This is an optimization exercise on Yosys and OpenROAD, whose aim is small area and a short achievable clock period, not a production implementation. Only simulation tests tie the RTL to the original design; equivalence was not proved. No driver is modelled on the clock port, so clocking that relies on it looks cheaper here than on a real chip.

run A:
## qft3_top
module qft3_top
(
    input  logic        clk,
    input  logic        rst_n,
    input  logic        valid_i,
    input  logic [63:0] re_i,
    input  logic [63:0] im_i,
    output logic        valid_o,
    output logic [63:0] re_o,
    output logic [63:0] im_o
);
Size: about 6700 cells after synthesis, about 1100 flip-flops, roughly 67000 µm² of cells after synthesis.
==> flow/config.mk <==
export PLATFORM = sky130hd
export DESIGN_NAME = qft3_top
export DESIGN_NICKNAME = qft3_top
export VERILOG_FILES = /design/flow/design.v
export SDC_FILE = /design/flow/constraint.sdc
export NUM_CORES = 4
export LEC_CHECK = 0
export CAP_MARGIN = 20
export CORE_MARGIN = 2
export CORE_UTILIZATION = 30
export CTS_CLUSTER_DIAMETER = 150
export CTS_CLUSTER_SIZE = 24
export SETUP_SLACK_MARGIN = 1.6
export SLEW_MARGIN = 20
==> flow/constraint.sdc <==
create_clock -name core_clock -period 4.0 [get_ports {clk}]
set_input_delay 0.8000 -clock core_clock [delete_from_list [all_inputs] [get_ports {clk}]]
set_output_delay 0.8000 -clock core_clock [all_outputs]
set_load 0.01 [all_outputs]
standard.sh (not shown) runs the stock make flow with config.mk's settings and CLKGATE_MAP_FILE= SYNTH_SCRIPT=/design/flow/synth_recipe.tcl, a recipe that flattens the netlist after the stock synthesis.
==> flow/flow/run.sh <==
#!/bin/bash
# The standard layout with two changes:
#  - the ports get the smallest buffer (buf_1) instead of the default one;
#  - after clock tree synthesis, flops inside the pipeline whose incoming paths are
#    tighter than their outgoing ones get one or two clock buffers of delay (useful skew between
#    internal registers only; flops fed by the inputs and the valid chain are left alone).
# Each tool's output goes to a log of its own in this folder.
set -euo pipefail
export BUFFER_PORTS_ARGS="-buffer_cell sky130_fd_sc_hd__buf_1"
bash standard.sh synth > synth.log 2>&1
bash standard.sh cts > place_cts.log 2>&1
R=orfs/results/sky130hd/qft3_top/base
PLATFORM_DIR="$FLOW_HOME/platforms/sky130hd" IN_ODB=$R/4_cts.odb IN_SDC=$R/4_cts.sdc OUT_ODB=$R/4_cts.odb \
  SKEW_DELTA=0.08 SKEW_BUF=sky130_fd_sc_hd__clkbuf_1 SKEW_BELOW=1.8 SKEW_PASSES=2 \
  SKEW_IO_PATTERNS='*_h2_*_t_d1* v_q*' \
  openroad -no_init -exit flow/skew.tcl > skew.log 2>&1
bash standard.sh finish > route_finish.log 2>&1
==> flow/flow/skew.tcl <==
# Useful skew for the internal register-to-register paths: give a flop whose incoming
# paths are tighter than its outgoing ones a small clock delay (a buffer on its clock pin;
# SKEW_PASSES rounds, so at most that many buffers in a row). Flops whose names match
# SKEW_IO_PATTERNS (those that capture from the input ports, and the valid chain) are left
# alone, so no path from an input gains time; delaying a flop that drives an output only
# takes time away from the output path.
set plat $::env(PLATFORM_DIR)
read_lef $plat/lef/sky130_fd_sc_hd.tlef
read_lef $plat/lef/sky130_fd_sc_hd_merged.lef
read_liberty $plat/lib/sky130_fd_sc_hd__tt_025C_1v80.lib
read_db $::env(IN_ODB)
read_sdc $::env(IN_SDC)
source $plat/setRC.tcl
set_propagated_clock [all_clocks]
estimate_parasitics -placement
puts "before: worst slack [format %.3f [sta::worst_slack -max]] hold [format %.3f [sta::worst_slack -min]]"
set delta $::env(SKEW_DELTA)
set bufm $::env(SKEW_BUF)
set block [ord::get_db_block]
set master [[ord::get_db] findMaster $bufm]
# flops left alone, by name
set io_pat $::env(SKEW_IO_PATTERNS)
set k 0
for {set pass 0} {$pass < $::env(SKEW_PASSES)} {incr pass} {
set chosen {}
foreach reg [all_registers -edge_triggered -cells] {
  set n [get_full_name $reg]
  set skip 0
  foreach p $io_pat { if {[string match $p $n]} { set skip 1 } }
  if {$skip} continue
  set d [get_pins -of_objects $reg -filter "name==D"]
  set q [get_pins -of_objects $reg -filter "name==Q"]
  if {$d eq "" || $q eq ""} continue
  set sin [get_property $d slack_max]
  set sout [get_property $q slack_max]
  if {$sin + $delta < $sout - $delta && $sin < $::env(SKEW_BELOW)} { lappend chosen [sta::sta_to_db_inst $reg] }
}
puts "flops to delay: [llength $chosen]"
foreach inst $chosen {
  set ck [$inst findITerm CLK]
  set cnet [$ck getNet]
  set b [odb::dbInst_create $block $master "skewbuf_$k"]
  set net [odb::dbNet_create $block "skewclk_$k"]
  $net setSigType CLOCK
  $ck disconnect
  $ck connect $net
  [$b findITerm A] connect $cnet
  [$b findITerm X] connect $net
  set loc [$inst getLocation]
  $b setLocation [lindex $loc 0] [lindex $loc 1]
  $b setPlacementStatus PLACED
  incr k
}
estimate_parasitics -placement
puts "pass $pass: worst slack [format %.3f [sta::worst_slack -max]]"
}
global_connect
detailed_placement
check_placement
estimate_parasitics -placement
puts "after: worst slack [format %.3f [sta::worst_slack -max]] hold [format %.3f [sta::worst_slack -min]]"
if {[info exists ::env(OUT_ODB)]} { write_db $::env(OUT_ODB) }
[inputs] run B vs run A
- a change of CORE_UTILIZATION from 30 to 40
- a change of SETUP_SLACK_MARGIN from 1.6 to 1.8
==> flow/flow/run.sh <==
#!/bin/bash
# The standard layout with two changes:
#  - the ports get the smallest buffer (buf_1) instead of the default one;
#  - after clock tree synthesis, flops inside the pipeline whose incoming paths are
#    tighter than their outgoing ones get one clock buffer of delay (useful skew between
#    internal registers only; flops fed by the inputs and the valid chain are left alone).
# Each tool's output goes to a log of its own in this folder.
set -euo pipefail
export BUFFER_PORTS_ARGS="-buffer_cell sky130_fd_sc_hd__buf_1"
bash standard.sh synth > synth.log 2>&1
bash standard.sh cts > place_cts.log 2>&1
R=orfs/results/sky130hd/qft3_top/base
PLATFORM_DIR="$FLOW_HOME/platforms/sky130hd" IN_ODB=$R/4_cts.odb IN_SDC=$R/4_cts.sdc OUT_ODB=$R/4_cts.odb \
  SKEW_DELTA=0.08 SKEW_BUF=sky130_fd_sc_hd__clkbuf_1 SKEW_BELOW=2.0 \
  SKEW_IO_PATTERNS='*_h2_*_t_d1* v_q*' \
  openroad -no_init -exit flow/skew.tcl > skew.log 2>&1
bash standard.sh finish > route_finish.log 2>&1
-- flow/flow/skew.tcl --
<<< run A, line 1
# Useful skew for the internal register-to-register paths: give a flop whose incoming
# paths are tighter than its outgoing ones a small clock delay (a buffer on its clock pin;
# SKEW_PASSES rounds, so at most that many buffers in a row). Flops whose names match
# SKEW_IO_PATTERNS (those that capture from the input ports, and the valid chain) are left
# alone, so no path from an input gains time; delaying a flop that drives an output only
# takes time away from the output path.
set plat $::env(PLATFORM_DIR)
>>> run B, line 1
# Useful skew for the internal register-to-register paths: give a flop whose incoming
# paths are tighter than its outgoing ones a small clock delay (one buffer on its clock
# pin). Flops that capture from input ports or launch to output ports are left alone.
set plat $::env(PLATFORM_DIR)
<<< run A, line 20
set master [[ord::get_db] findMaster $bufm]
# flops left alone, by name
set io_pat $::env(SKEW_IO_PATTERNS)
set k 0
for {set pass 0} {$pass < $::env(SKEW_PASSES)} {incr pass} {
set chosen {}
>>> run B, line 17
set master [[ord::get_db] findMaster $bufm]
# flops next to the ports
# (by name: the first stage's sums, the output stage and the valid chain)
set io_pat $::env(SKEW_IO_PATTERNS)
set chosen {}
<<< run A, line 38
puts "flops to delay: [llength $chosen]"
foreach inst $chosen {
>>> run B, line 34
puts "flops to delay: [llength $chosen]"
set k 0
foreach inst $chosen {
<<< run A, line 53
}
estimate_parasitics -placement
puts "pass $pass: worst slack [format %.3f [sta::worst_slack -max]]"
}
global_connect
>>> run B, line 50
}
global_connect
Findings:
On highest cell delay on the worst timing path: between run A and run B, it ends up lower for run A. In the reports for run A and run B, the smaller register-to-register slack belongs to run A. The core utilization in run B sits 13 points above the value recorded for run A. The clock skew of run B falls short of that of run A by 0.10 ns. Setup slack is higher on run B. In run B the total wirelength of the detailed-routed design turned out about 2% lower than in run A. Run A -> run B: wire length of the first global-routing pass decreased by a few percent.
--- input diff run B..run C ---
- changing SETUP_SLACK_MARGIN from 1.8 to 1.5
-- flow/flow/run.sh --
<<< run B, line 13
PLATFORM_DIR="$FLOW_HOME/platforms/sky130hd" IN_ODB=$R/4_cts.odb IN_SDC=$R/4_cts.sdc OUT_ODB=$R/4_cts.odb \
  SKEW_DELTA=0.08 SKEW_BUF=sky130_fd_sc_hd__clkbuf_1 SKEW_BELOW=2.0 \
  SKEW_IO_PATTERNS='*_h2_*_t_d1* v_q*' \
>>> run C, line 13
PLATFORM_DIR="$FLOW_HOME/platforms/sky130hd" IN_ODB=$R/4_cts.odb IN_SDC=$R/4_cts.sdc OUT_ODB=$R/4_cts.odb \
  SKEW_DELTA=0.08 SKEW_BUF=sky130_fd_sc_hd__clkbuf_1 SKEW_BELOW=1.8 \
  SKEW_IO_PATTERNS='*_h2_*_t_d1* v_q*' \
==> comparison <==
Run B ended up with u18_cp_im5_d4[7] as its endpoint of the most critical setup path; run C ended up with u17_cp_re5_d4[7]. Between run C and run B, the global-route met3 utilization does not differ in any meaningful way. Re non-clock buffer count: run B was higher than run C. On number of hold violations in the final report, run B tracks run C almost exactly.
## Diff of input files: run D against run C
- SETUP_SLACK_MARGIN changed from 1.5 to 1.6
- CORE_UTILIZATION changed from 40 to 50
==> flow/flow/run.sh <==
#!/bin/bash
# The standard layout with two changes:
#  - the ports get the smallest buffer (buf_1) instead of the default one;
#  - after clock tree synthesis, flops inside the pipeline whose incoming paths are
#    tighter than their outgoing ones get one or two clock buffers of delay (useful skew between
#    internal registers only; flops fed by the inputs and the valid chain are left alone).
# Each tool's output goes to a log of its own in this folder.
set -euo pipefail
export BUFFER_PORTS_ARGS="-buffer_cell sky130_fd_sc_hd__buf_1"
bash standard.sh synth > synth.log 2>&1
bash standard.sh cts > place_cts.log 2>&1
R=orfs/results/sky130hd/qft3_top/base
PLATFORM_DIR="$FLOW_HOME/platforms/sky130hd" IN_ODB=$R/4_cts.odb IN_SDC=$R/4_cts.sdc OUT_ODB=$R/4_cts.odb \
  SKEW_DELTA=0.08 SKEW_BUF=sky130_fd_sc_hd__clkbuf_1 SKEW_BELOW=1.8 SKEW_PASSES=2 \
  SKEW_IO_PATTERNS='*_h2_*_t_d1* v_q*' \
  openroad -no_init -exit flow/skew.tcl > skew.log 2>&1
bash standard.sh finish > route_finish.log 2>&1
-- flow/flow/skew.tcl --
<<< run C, line 1
# Useful skew for the internal register-to-register paths: give a flop whose incoming
# paths are tighter than its outgoing ones a small clock delay (one buffer on its clock
# pin). Flops that capture from input ports or launch to output ports are left alone.
set plat $::env(PLATFORM_DIR)
>>> run D, line 1
# Useful skew for the internal register-to-register paths: give a flop whose incoming
# paths are tighter than its outgoing ones a small clock delay (a buffer on its clock pin;
# SKEW_PASSES rounds, so at most that many buffers in a row). Flops whose names match
# SKEW_IO_PATTERNS (those that capture from the input ports, and the valid chain) are left
# alone, so no path from an input gains time; delaying a flop that drives an output only
# takes time away from the output path.
set plat $::env(PLATFORM_DIR)
<<< run C, line 17
set master [[ord::get_db] findMaster $bufm]
# flops next to the ports
# (by name: the first stage's sums, the output stage and the valid chain)
set io_pat $::env(SKEW_IO_PATTERNS)
set chosen {}
>>> run D, line 20
set master [[ord::get_db] findMaster $bufm]
# flops left alone, by name
set io_pat $::env(SKEW_IO_PATTERNS)
set k 0
for {set pass 0} {$pass < $::env(SKEW_PASSES)} {incr pass} {
set chosen {}
<<< run C, line 34
puts "flops to delay: [llength $chosen]"
set k 0
foreach inst $chosen {
>>> run D, line 38
puts "flops to delay: [llength $chosen]"
foreach inst $chosen {
<<< run C, line 50
}
global_connect
>>> run D, line 53
}
estimate_parasitics -placement
puts "pass $pass: worst slack [format %.3f [sta::worst_slack -max]]"
}
global_connect
Findings:
Run D against run C: sequential cell area in the final layout now sits higher, clock-buffer cell count shows a reduction of 8.8%.
The number of gates resized after CTS reported for run D is greater than that of run C by 205.
Summary of run D over run C: time the worst path needs with I/O delays and setup lower, area of the core fell about 20%, cell count decreased by 284 relative to the old numbers.
Modified inputs, run E compared to run D
- CORE_UTILIZATION changed from 50 to 40
==> flow/flow/run.sh <==
#!/bin/bash
# The standard layout with two changes:
#  - the ports get the smallest buffer (buf_1) instead of the default one;
#  - after clock tree synthesis, flops inside the pipeline whose incoming paths are
#    tighter than their outgoing ones get one clock buffer of delay (useful skew between
#    internal registers only; flops fed by the inputs and the valid chain are left alone).
# Each tool's output goes to a log of its own in this folder.
set -euo pipefail
export BUFFER_PORTS_ARGS="-buffer_cell sky130_fd_sc_hd__buf_1"
bash standard.sh synth > synth.log 2>&1
bash standard.sh cts > place_cts.log 2>&1
R=orfs/results/sky130hd/qft3_top/base
PLATFORM_DIR="$FLOW_HOME/platforms/sky130hd" IN_ODB=$R/4_cts.odb IN_SDC=$R/4_cts.sdc OUT_ODB=$R/4_cts.odb \
  SKEW_DELTA=0.08 SKEW_BUF=sky130_fd_sc_hd__clkbuf_1 SKEW_BELOW=1.8 \
  SKEW_IO_PATTERNS='*_h2_*_t_d1* v_q*' \
  openroad -no_init -exit flow/skew.tcl > skew.log 2>&1
bash standard.sh finish > route_finish.log 2>&1
-- flow/flow/skew.tcl --
<<< run D, line 1
# Useful skew for the internal register-to-register paths: give a flop whose incoming
# paths are tighter than its outgoing ones a small clock delay (a buffer on its clock pin;
# SKEW_PASSES rounds, so at most that many buffers in a row). Flops whose names match
# SKEW_IO_PATTERNS (those that capture from the input ports, and the valid chain) are left
# alone, so no path from an input gains time; delaying a flop that drives an output only
# takes time away from the output path.
set plat $::env(PLATFORM_DIR)
>>> run E, line 1
# Useful skew for the internal register-to-register paths: give a flop whose incoming
# paths are tighter than its outgoing ones a small clock delay (one buffer on its clock
# pin). Flops that capture from input ports or launch to output ports are left alone.
set plat $::env(PLATFORM_DIR)
<<< run D, line 20
set master [[ord::get_db] findMaster $bufm]
# flops left alone, by name
set io_pat $::env(SKEW_IO_PATTERNS)
set k 0
for {set pass 0} {$pass < $::env(SKEW_PASSES)} {incr pass} {
set chosen {}
>>> run E, line 17
set master [[ord::get_db] findMaster $bufm]
# flops next to the ports
# (by name: the first stage's sums, the output stage and the valid chain)
set io_pat $::env(SKEW_IO_PATTERNS)
set chosen {}
<<< run D, line 38
puts "flops to delay: [llength $chosen]"
foreach inst $chosen {
>>> run E, line 34
puts "flops to delay: [llength $chosen]"
set k 0
foreach inst $chosen {
<<< run D, line 53
}
estimate_parasitics -placement
puts "pass $pass: worst slack [format %.3f [sta::worst_slack -max]]"
}
global_connect
>>> run E, line 50
}
global_connect
Findings:
- Run E finished every stage and its layout cleared the timing, DRC and antenna checks.
- Global-route met2 utilization in run E is 5.7 points lower than in run D
- The global-route wire length before repair in run E sits 0.70% above the value recorded for run D.
- Diff run D -> run E: number of filler cells placed in the layout picked up an extra 3977, clock latency reported for the late side of the worst-skew pair lost 0.08 ns.
- For run D, the top layer used by detailed routing was met4, unlike run E, where it was met5.

static timing again, ports no longer ideal:
The flow's constraints put no driver on any port. The routed layouts listed below were extracted and timed again, unchanged, in two steps. Step 1 sets driving cells, clkbuf_16 on the clock port and buf_2 on the other inputs (assumed; they add their load-dependent delay and slew). Step 2 moves the port delays by t, midway between the first and last clock arrival at a register: inputs arrive t later, outputs are due t later. That takes back most of the time a late clock gives input paths. Slacks: ideal ports / drivers / drivers and shift; pairs: ideal ports / drivers.
run | shift t [ns] | setup slack, ns | hold slack, ns | worst setup path after step 2
run A | 0.861 | 1.685 / 1.685 / 1.204 | 0.183 / 0.132 / 0.328 | input to register
run B | 0.804 | 1.704 / 1.704 / 1.335 | 0.211 / 0.159 / 0.313 | input to register
run C | 0.789 | 1.587 / 1.587 / 1.275 | 0.221 / 0.174 / 0.304 | input to register
run D | 0.849 | 1.693 / 1.693 / 1.314 | 0.223 / 0.171 / 0.323 | input to register
run E | 0.805 | 1.680 / 1.680 / 1.323 | 0.215 / 0.166 / 0.320 | input to register
After both steps setup and hold are still met in every run listed. The setup slack of run A, which loses most, moves by 0.000 ns with the drivers and by -0.481 ns with both steps.
